This is an optimization exercise on Yosys and OpenROAD, whose aim is a short achievable clock period and few clock cycles, not a production implementation.
Where RTL was checked, it was by simulation tests only, not by an equivalence proof against the original.

==> run A: inputs <==
==> flow/design.v <==
`default_nettype none
package isa_pkg;
    typedef enum logic [6:0] {
        OP     = 7'b0110011,    
        OP_IMM = 7'b0010011,    
        LOAD   = 7'b0000011,    
        STORE  = 7'b0100011,    
        BRANCH = 7'b1100011     
    } opcode_e;
    typedef enum logic [2:0] {ADD, SUB, AND, OR, XOR} alu_op_e;
    typedef enum logic [2:0] {NONE, EQ, NE, LT, GE} br_kind_e;    
    typedef struct packed {
        logic [6:0]            funct7;
        logic [5-1:0] rs2;
        logic [5-1:0] rs1;
        logic [2:0]            funct3;
        logic [5-1:0] rd;
        opcode_e               opcode;
    } r_fmt_t;
    typedef struct packed {
        logic [11:0]           imm;
        logic [5-1:0] rs1;
        logic [2:0]            funct3;
        logic [5-1:0] rd;
        opcode_e               opcode;
    } i_fmt_t;
    typedef struct packed {
        logic [6:0]            imm_hi;    
        logic [5-1:0] rs2;
        logic [5-1:0] rs1;
        logic [2:0]            funct3;
        logic [4:0]            imm_lo;    
        opcode_e               opcode;
    } s_fmt_t;
    typedef struct packed {
        logic                  imm12;
        logic [5:0]            imm10_5;
        logic [5-1:0] rs2;
        logic [5-1:0] rs1;
        logic [2:0]            funct3;
        logic [3:0]            imm4_1;
        logic                  imm11;
        opcode_e               opcode;
    } b_fmt_t;
    typedef union packed {
        r_fmt_t r;
        i_fmt_t i;
        s_fmt_t s;
        b_fmt_t b;
    } inst_u;
endpackage
`default_nettype wire
`default_nettype none
package pipe_pkg;
    typedef struct packed {
        logic [32-1:0] pc;
        logic [32-1:0] inst;
    } if_id_t;
    typedef struct packed {
        logic [32-1:0]   pc;
        logic [32-1:0]   rs1_val;    
        logic [32-1:0]   rs2_val;
        logic [32-1:0]   imm;        
        logic [5-1:0] rs1;
        logic [5-1:0] rs2;
        logic [5-1:0] rd;
        logic                  use_rs2;
        logic                  alu_src;    
        logic [2:0]            alu_op;     
        logic [2:0]            br_kind;    
        logic                  mem_read;
        logic                  mem_write;
        logic                  reg_write;
    } id_ex_t;
    typedef struct packed {
        logic [32-1:0]   alu_res;       
        logic [32-1:0]   store_data;
        logic [5-1:0] rd;
        logic                  mem_read;
        logic                  mem_write;
        logic                  reg_write;
    } ex_mem_t;
    typedef struct packed {
        logic [32-1:0]   wb_data;
        logic [5-1:0] rd;
        logic                  reg_write;
    } mem_wb_t;
    typedef struct packed {
        logic [5-1:0] rd;
        logic                  reg_write;
        logic [32-1:0]   value;
    } fwd_t;
    typedef struct packed {
        logic                cyc;
        logic                stb;
        logic                we;
        logic [32-1:0] adr;
        logic [32-1:0] dat;
    } wb_m2s_t;
    typedef struct packed {
        logic                ack;
        logic [32-1:0] dat;
    } wb_s2m_t;
endpackage
`default_nettype wire
`default_nettype none
`timescale 1ns/1ps
module fetch_stage (
    input  logic                   clk,
    input  logic                   reset_b,
    input  logic                   freeze,        
    input  logic                   load_stall,
    input  logic                   redirect,      
    input  logic [32-1:0]    target,
    output logic [10-1:0] imem_addr,
    input  logic [32-1:0]    imem_data,     
    output pipe_pkg::if_id_t       if_id
);
    logic [32-1:0] pc;
    assign imem_addr = pc[10+1:2];    
    always_ff @(posedge clk or negedge reset_b) begin
        if (!reset_b) begin
            pc <= '0;
        end else if (redirect) begin
            pc <= target;
        end else if (!load_stall && !freeze) begin
            pc <= pc + 32'd4;
        end
    end
    always_ff @(posedge clk or negedge reset_b) begin
        if (!reset_b) begin
            if_id.pc   <= '0;
            if_id.inst <= 32'h0000_0013;
        end else if (!freeze) begin
            if (redirect) begin
                if_id.pc   <= '0;    
                if_id.inst <= 32'h0000_0013;
            end else if (!load_stall) begin
                if_id.pc   <= pc;
                if_id.inst <= imem_data;
            end
        end
    end
endmodule
`default_nettype wire
`default_nettype none
`timescale 1ns/1ps
module decode_stage (
    input  logic             clk,
    input  logic             reset_b,
    input  logic             freeze,
    input  logic             redirect,      
    input  pipe_pkg::if_id_t if_id,
    input  pipe_pkg::fwd_t   wb_fwd,        
    output logic             load_stall,
    output pipe_pkg::id_ex_t id_ex
);
    isa_pkg::inst_u          inst;
    isa_pkg::opcode_e        opcode;
    logic                    is_op, is_imm, is_load, is_store, is_branch;
    logic                    use_rs2;
    isa_pkg::alu_op_e        alu_op;
    isa_pkg::br_kind_e       br_kind;
    logic [32-1:0]     imm;
    logic [5-1:0]   rs1, rs2, rd;
    logic [32-1:0]     rs1_val, rs2_val;
    logic [32-1:0]     regs [1:31];    
    pipe_pkg::id_ex_t        id_d;
    assign inst   = if_id.inst;
    assign opcode = inst.r.opcode;
    assign rs1    = inst.r.rs1;
    assign rs2    = inst.r.rs2;
    assign rd     = inst.r.rd;
    assign is_op     = (opcode == isa_pkg::OP);
    assign is_imm    = (opcode == isa_pkg::OP_IMM);
    assign is_load   = (opcode == isa_pkg::LOAD);
    assign is_store  = (opcode == isa_pkg::STORE);
    assign is_branch = (opcode == isa_pkg::BRANCH);
    assign use_rs2   = is_op | is_store | is_branch;
    always_comb begin
        alu_op = isa_pkg::ADD;    
        if (is_op || is_imm) begin
            case (inst.r.funct3)
                3'b000:  alu_op = (is_op && inst.r.funct7[5]) ? isa_pkg::SUB : isa_pkg::ADD;
                3'b100:  alu_op = isa_pkg::XOR;
                3'b110:  alu_op = isa_pkg::OR;
                3'b111:  alu_op = isa_pkg::AND;
                default: alu_op = isa_pkg::ADD;
            endcase
        end
    end
    always_comb begin
        br_kind = isa_pkg::NONE;
        if (is_branch) begin
            case (inst.b.funct3)
                3'b000:  br_kind = isa_pkg::EQ;
                3'b001:  br_kind = isa_pkg::NE;
                3'b100:  br_kind = isa_pkg::LT;
                3'b101:  br_kind = isa_pkg::GE;
                default: br_kind = isa_pkg::NONE;
            endcase
        end
    end
    always_comb begin
        if (is_branch) begin
            imm = {{19{inst.b.imm12}}, inst.b.imm12, inst.b.imm11,
                   inst.b.imm10_5, inst.b.imm4_1, 1'b0};
        end else if (is_store) begin
            imm = {{20{inst.s.imm_hi[6]}}, inst.s.imm_hi, inst.s.imm_lo};
        end else begin
            imm = {{20{inst.i.imm[11]}}, inst.i.imm};
        end
    end
    always_ff @(posedge clk) begin
        if (wb_fwd.reg_write && wb_fwd.rd != '0) begin
            regs[wb_fwd.rd] <= wb_fwd.value;
        end
    end
    assign rs1_val = (rs1 == '0) ? '0 :
                     (wb_fwd.reg_write && wb_fwd.rd == rs1) ? wb_fwd.value : regs[rs1];
    assign rs2_val = (rs2 == '0) ? '0 :
                     (wb_fwd.reg_write && wb_fwd.rd == rs2) ? wb_fwd.value : regs[rs2];
    assign load_stall = id_ex.mem_read && id_ex.rd != '0 &&
                        (id_ex.rd == rs1 || (use_rs2 && id_ex.rd == rs2));
    always_comb begin
        id_d           = '0;
        id_d.pc        = if_id.pc;
        id_d.rs1_val   = rs1_val;
        id_d.rs2_val   = rs2_val;
        id_d.imm       = imm;
        id_d.rs1       = rs1;
        id_d.rs2       = rs2;
        id_d.rd        = rd;
        id_d.use_rs2   = use_rs2;
        id_d.alu_src   = is_imm | is_load | is_store;
        id_d.alu_op    = alu_op;
        id_d.br_kind   = br_kind;
        id_d.mem_read  = is_load;
        id_d.mem_write = is_store;
        id_d.reg_write = is_op | is_imm | is_load;    
    end
    always_ff @(posedge clk or negedge reset_b) begin
        if (!reset_b) begin
            id_ex <= '0;
        end else if (!freeze) begin
            id_ex <= (redirect || load_stall) ? '0 : id_d;    
        end
    end
endmodule
`default_nettype wire
`default_nettype none
`timescale 1ns/1ps
module execute_stage (
    input  logic                clk,
    input  logic                reset_b,
    input  logic                freeze,
    input  pipe_pkg::id_ex_t    id_ex,
    input  pipe_pkg::fwd_t      mem_fwd,     
    input  pipe_pkg::fwd_t      wb_fwd,      
    output logic                redirect,
    output logic [32-1:0] target,
    output pipe_pkg::ex_mem_t   ex_mem
);
    logic [32-1:0] op_a, rs2_fwd, op_b;
    logic [32-1:0] alu_res;
    logic                eq, lt, taken;
    function automatic logic [32-1:0] pick(
        input logic [5-1:0] rs,
        input logic [32-1:0]   rf_val,
        input logic [5-1:0] near_rd,
        input logic                  near_we,
        input logic [32-1:0]   near_value,
        input logic [5-1:0] far_rd,
        input logic                  far_we,
        input logic [32-1:0]   far_value
    );
        if (rs == '0) begin
            pick = rf_val;
        end else if (near_we && near_rd == rs) begin
            pick = near_value;
        end else if (far_we && far_rd == rs) begin
            pick = far_value;
        end else begin
            pick = rf_val;
        end
    endfunction
    assign op_a    = pick(id_ex.rs1, id_ex.rs1_val,
                      mem_fwd.rd, mem_fwd.reg_write, mem_fwd.value,
                      wb_fwd.rd, wb_fwd.reg_write, wb_fwd.value);
    assign rs2_fwd = pick(id_ex.use_rs2 ? id_ex.rs2 : '0, id_ex.rs2_val,
                      mem_fwd.rd, mem_fwd.reg_write, mem_fwd.value,
                      wb_fwd.rd, wb_fwd.reg_write, wb_fwd.value);
    assign op_b    = id_ex.alu_src ? id_ex.imm : rs2_fwd;
    always_comb begin
        case (id_ex.alu_op)
            isa_pkg::SUB: alu_res = op_a - op_b;
            isa_pkg::AND: alu_res = op_a & op_b;
            isa_pkg::OR:  alu_res = op_a | op_b;
            isa_pkg::XOR: alu_res = op_a ^ op_b;
            default:      alu_res = op_a + op_b;
        endcase
    end
    assign eq = (op_a == rs2_fwd);
    assign lt = ($signed(op_a) < $signed(rs2_fwd));
    always_comb begin
        case (id_ex.br_kind)
            isa_pkg::EQ: taken = eq;
            isa_pkg::NE: taken = !eq;
            isa_pkg::LT: taken = lt;
            isa_pkg::GE: taken = !lt;
            default:     taken = 1'b0;
        endcase
    end
    assign target   = id_ex.pc + id_ex.imm;
    assign redirect = taken && !freeze;    
    always_ff @(posedge clk or negedge reset_b) begin
        if (!reset_b) begin
            ex_mem <= '0;
        end else if (!freeze) begin
            ex_mem.alu_res    <= alu_res;
            ex_mem.store_data <= rs2_fwd;
            ex_mem.rd         <= id_ex.rd;
            ex_mem.mem_read   <= id_ex.mem_read;
            ex_mem.mem_write  <= id_ex.mem_write;
            ex_mem.reg_write  <= id_ex.reg_write;    
        end
    end
endmodule
`default_nettype wire
`default_nettype none
`timescale 1ns/1ps
module mem_wb_stage (
    input  logic              clk,
    input  logic              reset_b,
    input  pipe_pkg::ex_mem_t ex_mem,
    output pipe_pkg::wb_m2s_t wb_m,
    input  pipe_pkg::wb_s2m_t wb_s,
    output logic              freeze,     
    output pipe_pkg::fwd_t    mem_fwd,
    output pipe_pkg::fwd_t    wb_fwd
);
    logic              req;
    pipe_pkg::mem_wb_t wb_r;
    assign req      = ex_mem.mem_read | ex_mem.mem_write;
    assign wb_m.cyc = req;
    assign wb_m.stb = req;
    assign wb_m.we  = ex_mem.mem_write;
    assign wb_m.adr = ex_mem.alu_res;
    assign wb_m.dat = ex_mem.store_data;
    assign freeze = wb_m.stb && !wb_s.ack;
    assign mem_fwd.rd        = ex_mem.rd;
    assign mem_fwd.reg_write = ex_mem.reg_write && !ex_mem.mem_read;
    assign mem_fwd.value     = ex_mem.alu_res;
    always_ff @(posedge clk or negedge reset_b) begin
        if (!reset_b) begin
            wb_r <= '0;
        end else if (!freeze) begin
            wb_r.wb_data   <= ex_mem.mem_read ? wb_s.dat : ex_mem.alu_res;
            wb_r.rd        <= ex_mem.rd;
            wb_r.reg_write <= ex_mem.reg_write;
        end
    end
    assign wb_fwd.rd        = wb_r.rd;
    assign wb_fwd.reg_write = wb_r.reg_write;
    assign wb_fwd.value     = wb_r.wb_data;
endmodule
`default_nettype wire
`default_nettype none
`timescale 1ns/1ps
module rv_pipe_top (
    input  logic                   clk,
    input  logic                   reset_b,
    output logic [10-1:0] imem_addr,
    input  logic [32-1:0]    imem_data,
    output pipe_pkg::wb_m2s_t      wb_m,
    input  pipe_pkg::wb_s2m_t      wb_s
);
    pipe_pkg::if_id_t    if_id;
    pipe_pkg::id_ex_t    id_ex;
    pipe_pkg::ex_mem_t   ex_mem;
    pipe_pkg::fwd_t      mem_fwd;
    pipe_pkg::fwd_t      wb_fwd;
    logic                freeze;
    logic                load_stall;
    logic                redirect;
    logic [32-1:0] target;
    fetch_stage u_fetch (
        .clk        (clk),
        .reset_b    (reset_b),
        .freeze     (freeze),
        .load_stall (load_stall),
        .redirect   (redirect),
        .target     (target),
        .imem_addr  (imem_addr),
        .imem_data  (imem_data),
        .if_id      (if_id)
    );
    decode_stage u_decode (
        .clk        (clk),
        .reset_b    (reset_b),
        .freeze     (freeze),
        .redirect   (redirect),
        .if_id      (if_id),
        .wb_fwd     (wb_fwd),
        .load_stall (load_stall),
        .id_ex      (id_ex)
    );
    execute_stage u_execute (
        .clk      (clk),
        .reset_b  (reset_b),
        .freeze   (freeze),
        .id_ex    (id_ex),
        .mem_fwd  (mem_fwd),
        .wb_fwd   (wb_fwd),
        .redirect (redirect),
        .target   (target),
        .ex_mem   (ex_mem)
    );
    mem_wb_stage u_mem_wb (
        .clk     (clk),
        .reset_b (reset_b),
        .ex_mem  (ex_mem),
        .wb_m    (wb_m),
        .wb_s    (wb_s),
        .freeze  (freeze),
        .mem_fwd (mem_fwd),
        .wb_fwd  (wb_fwd)
    );
endmodule
`default_nettype wire
`default_nettype none
`timescale 1ns/1ps
module rv_pipe (
    input  logic                   clk,
    input  logic                   reset_b,
    output logic [10-1:0] imem_addr,
    input  logic [32-1:0]    imem_data,
    output logic                   wb_cyc_o,
    output logic                   wb_stb_o,
    output logic                   wb_we_o,
    output logic [32-1:0]    wb_adr_o,
    output logic [32-1:0]    wb_dat_o,
    input  logic                   wb_ack_i,
    input  logic [32-1:0]    wb_dat_i
);
    pipe_pkg::wb_m2s_t wb_m;
    pipe_pkg::wb_s2m_t wb_s;
    assign wb_s.ack = wb_ack_i;
    assign wb_s.dat = wb_dat_i;
    assign wb_cyc_o = wb_m.cyc;
    assign wb_stb_o = wb_m.stb;
    assign wb_we_o  = wb_m.we;
    assign wb_adr_o = wb_m.adr;
    assign wb_dat_o = wb_m.dat;
    rv_pipe_top u_core (
        .clk       (clk),
        .reset_b   (reset_b),
        .imem_addr (imem_addr),
        .imem_data (imem_data),
        .wb_m      (wb_m),
        .wb_s      (wb_s)
    );
endmodule
`default_nettype wire
==> flow/run.sh <==
#!/bin/bash
# synth_recipe.tcl (not shown) runs the flow's synth.tcl, then flattens the netlist and writes it again
# the make line also repeats each setting of config.mk as NAME=value (left out here)
make -C /OpenROAD-flow-scripts/flow DESIGN_CONFIG=/design/flow/config.mk WORK_HOME=/design/flow/orfs CLKGATE_MAP_FILE= SYNTH_SCRIPT=/design/flow/synth_recipe.tcl finish
==> flow/config.mk <==
export PLATFORM = sky130hd
export DESIGN_NAME = rv_pipe
export DESIGN_NICKNAME = rv_pipe
export VERILOG_FILES = /design/flow/design.v
export SDC_FILE = /design/flow/constraint.sdc
export NUM_CORES = 4
export LEC_CHECK = 0
export CAP_MARGIN = 20
export CORE_MARGIN = 2
export CORE_UTILIZATION = 40
export SLEW_MARGIN = 20
==> flow/constraint.sdc <==
create_clock -name core_clock -period 8.0 [get_ports {clk}]
set_input_delay 1.6000 -clock core_clock [delete_from_list [all_inputs] [get_ports {clk}]]
set_output_delay 1.6000 -clock core_clock [all_outputs]
set_load 0.01 [all_outputs]
==> run G: changes against run A <==
--- a/flow/design.v
+++ b/flow/design.v
@@ -57,2 +57,3 @@
         logic [32-1:0] inst;
+        logic                pred;       
     } if_id_t;
@@ -73,2 +74,3 @@
         logic                  reg_write;
+        logic                  pred;
     } id_ex_t;
@@ -120,2 +122,9 @@
     assign imem_addr = pc[10+1:2];    
+    logic       f_pred;
+    logic [2:0] f_f3;
+    assign f_f3   = imem_data[14:12];
+    assign f_pred = imem_data[6:0] == 7'b1100011 &&
+                    (f_f3 == 3'b000 || f_f3 == 3'b001 || f_f3 == 3'b100 || f_f3 == 3'b101) &&
+                    ((imem_data[19:15] == imem_data[24:20]) ? (f_f3 == 3'b000 || f_f3 == 3'b101)
+                                                            : (imem_data[31] || f_f3[0]));
     always_ff @(posedge clk or negedge reset_b) begin
@@ -126,3 +135,5 @@
         end else if (!load_stall && !freeze) begin
-            pc <= pc + 32'd4;
+            pc <= f_pred ? pc + {{19{imem_data[31]}}, imem_data[31], imem_data[7],
+                                 imem_data[30:25], imem_data[11:8], 1'b0}
+                         : pc + 32'd4;
         end
@@ -133,2 +144,3 @@
             if_id.inst <= 32'h0000_0013;
+            if_id.pred <= 1'b0;
         end else if (!freeze) begin
@@ -137,2 +149,3 @@
                 if_id.inst <= 32'h0000_0013;
+                if_id.pred <= 1'b0;
             end else if (!load_stall) begin
@@ -140,2 +153,3 @@
                 if_id.inst <= imem_data;
+                if_id.pred <= f_pred;
             end
@@ -240,2 +254,3 @@
         id_d.reg_write = is_op | is_imm | is_load;    
+        id_d.pred      = if_id.pred;
     end
@@ -313,4 +328,4 @@
     end
-    assign target   = id_ex.pc + id_ex.imm;
-    assign redirect = taken && !freeze;    
+    assign target   = id_ex.pred ? id_ex.pc + 32'd4 : id_ex.pc + id_ex.imm;
+    assign redirect = (taken != id_ex.pred) && !freeze;    
     always_ff @(posedge clk or negedge reset_b) begin
--- a/flow/config.mk
+++ b/flow/config.mk
@@ -9,3 +9,3 @@
 export CORE_MARGIN = 2
-export CORE_UTILIZATION = 40
+export CORE_UTILIZATION = 45
 export SLEW_MARGIN = 20
==> impl_metrics.env <==
export IMPL_layout_nets=4733
export IMPL_status="finished clean"
export IMPL_synth_simple_area_share_pct=5.43
export IMPL_layout_nonclk_buf_share_pct=3.50
export IMPL_use_met3_pct=3.95
export IMPL_final_clk_cell_share_pct=6.13
That was run G.
==> impl_metrics.env <==
export IMPL_layout_nonclk_buf_share_pct=3.32
export IMPL_final_clk_cell_share_pct=6.27
export IMPL_use_met3_pct=4.59
export IMPL_die_area_um2=167000
export IMPL_layout_nets=4501
export IMPL_status="finished clean"
That was run A.
Testbench counts of run G, summed over its fixed seeds: cycles 86,535.
For run A, only the layout was checked, not whether the RTL still works.

-- what the ideal ports hide --
How much do the figures lean on ideal ports? The routed layouts below were timed once more, with nothing changed but the port constraints.
Step 1: set_driving_cell puts a clkbuf_16 on clk and a buf_2 on each other input, an assumption about the parent block.
Step 2 moves the port delays by t, midway between the first and last clock arrival at a register: inputs arrive t later, outputs are due t later. That takes back most of the time a late clock gives input paths.
Three values: ideal ports, drivers, drivers and shift; two values: the first two.
run	t (ns)	setup slack, ns	hold slack, ns	slew at the worst register clock pin (ns)	worst data-port slew with drivers (ns)
run A	0.844	1.219 / 1.219 / 1.219	0.479 / 0.479 / 0.479	0.07 / 0.07	0.07
run G	0.855	0.978 / 0.978 / 0.978	0.477 / 0.477 / 0.477	0.06 / 0.06	0.07
After both steps every run listed still meets setup and hold.
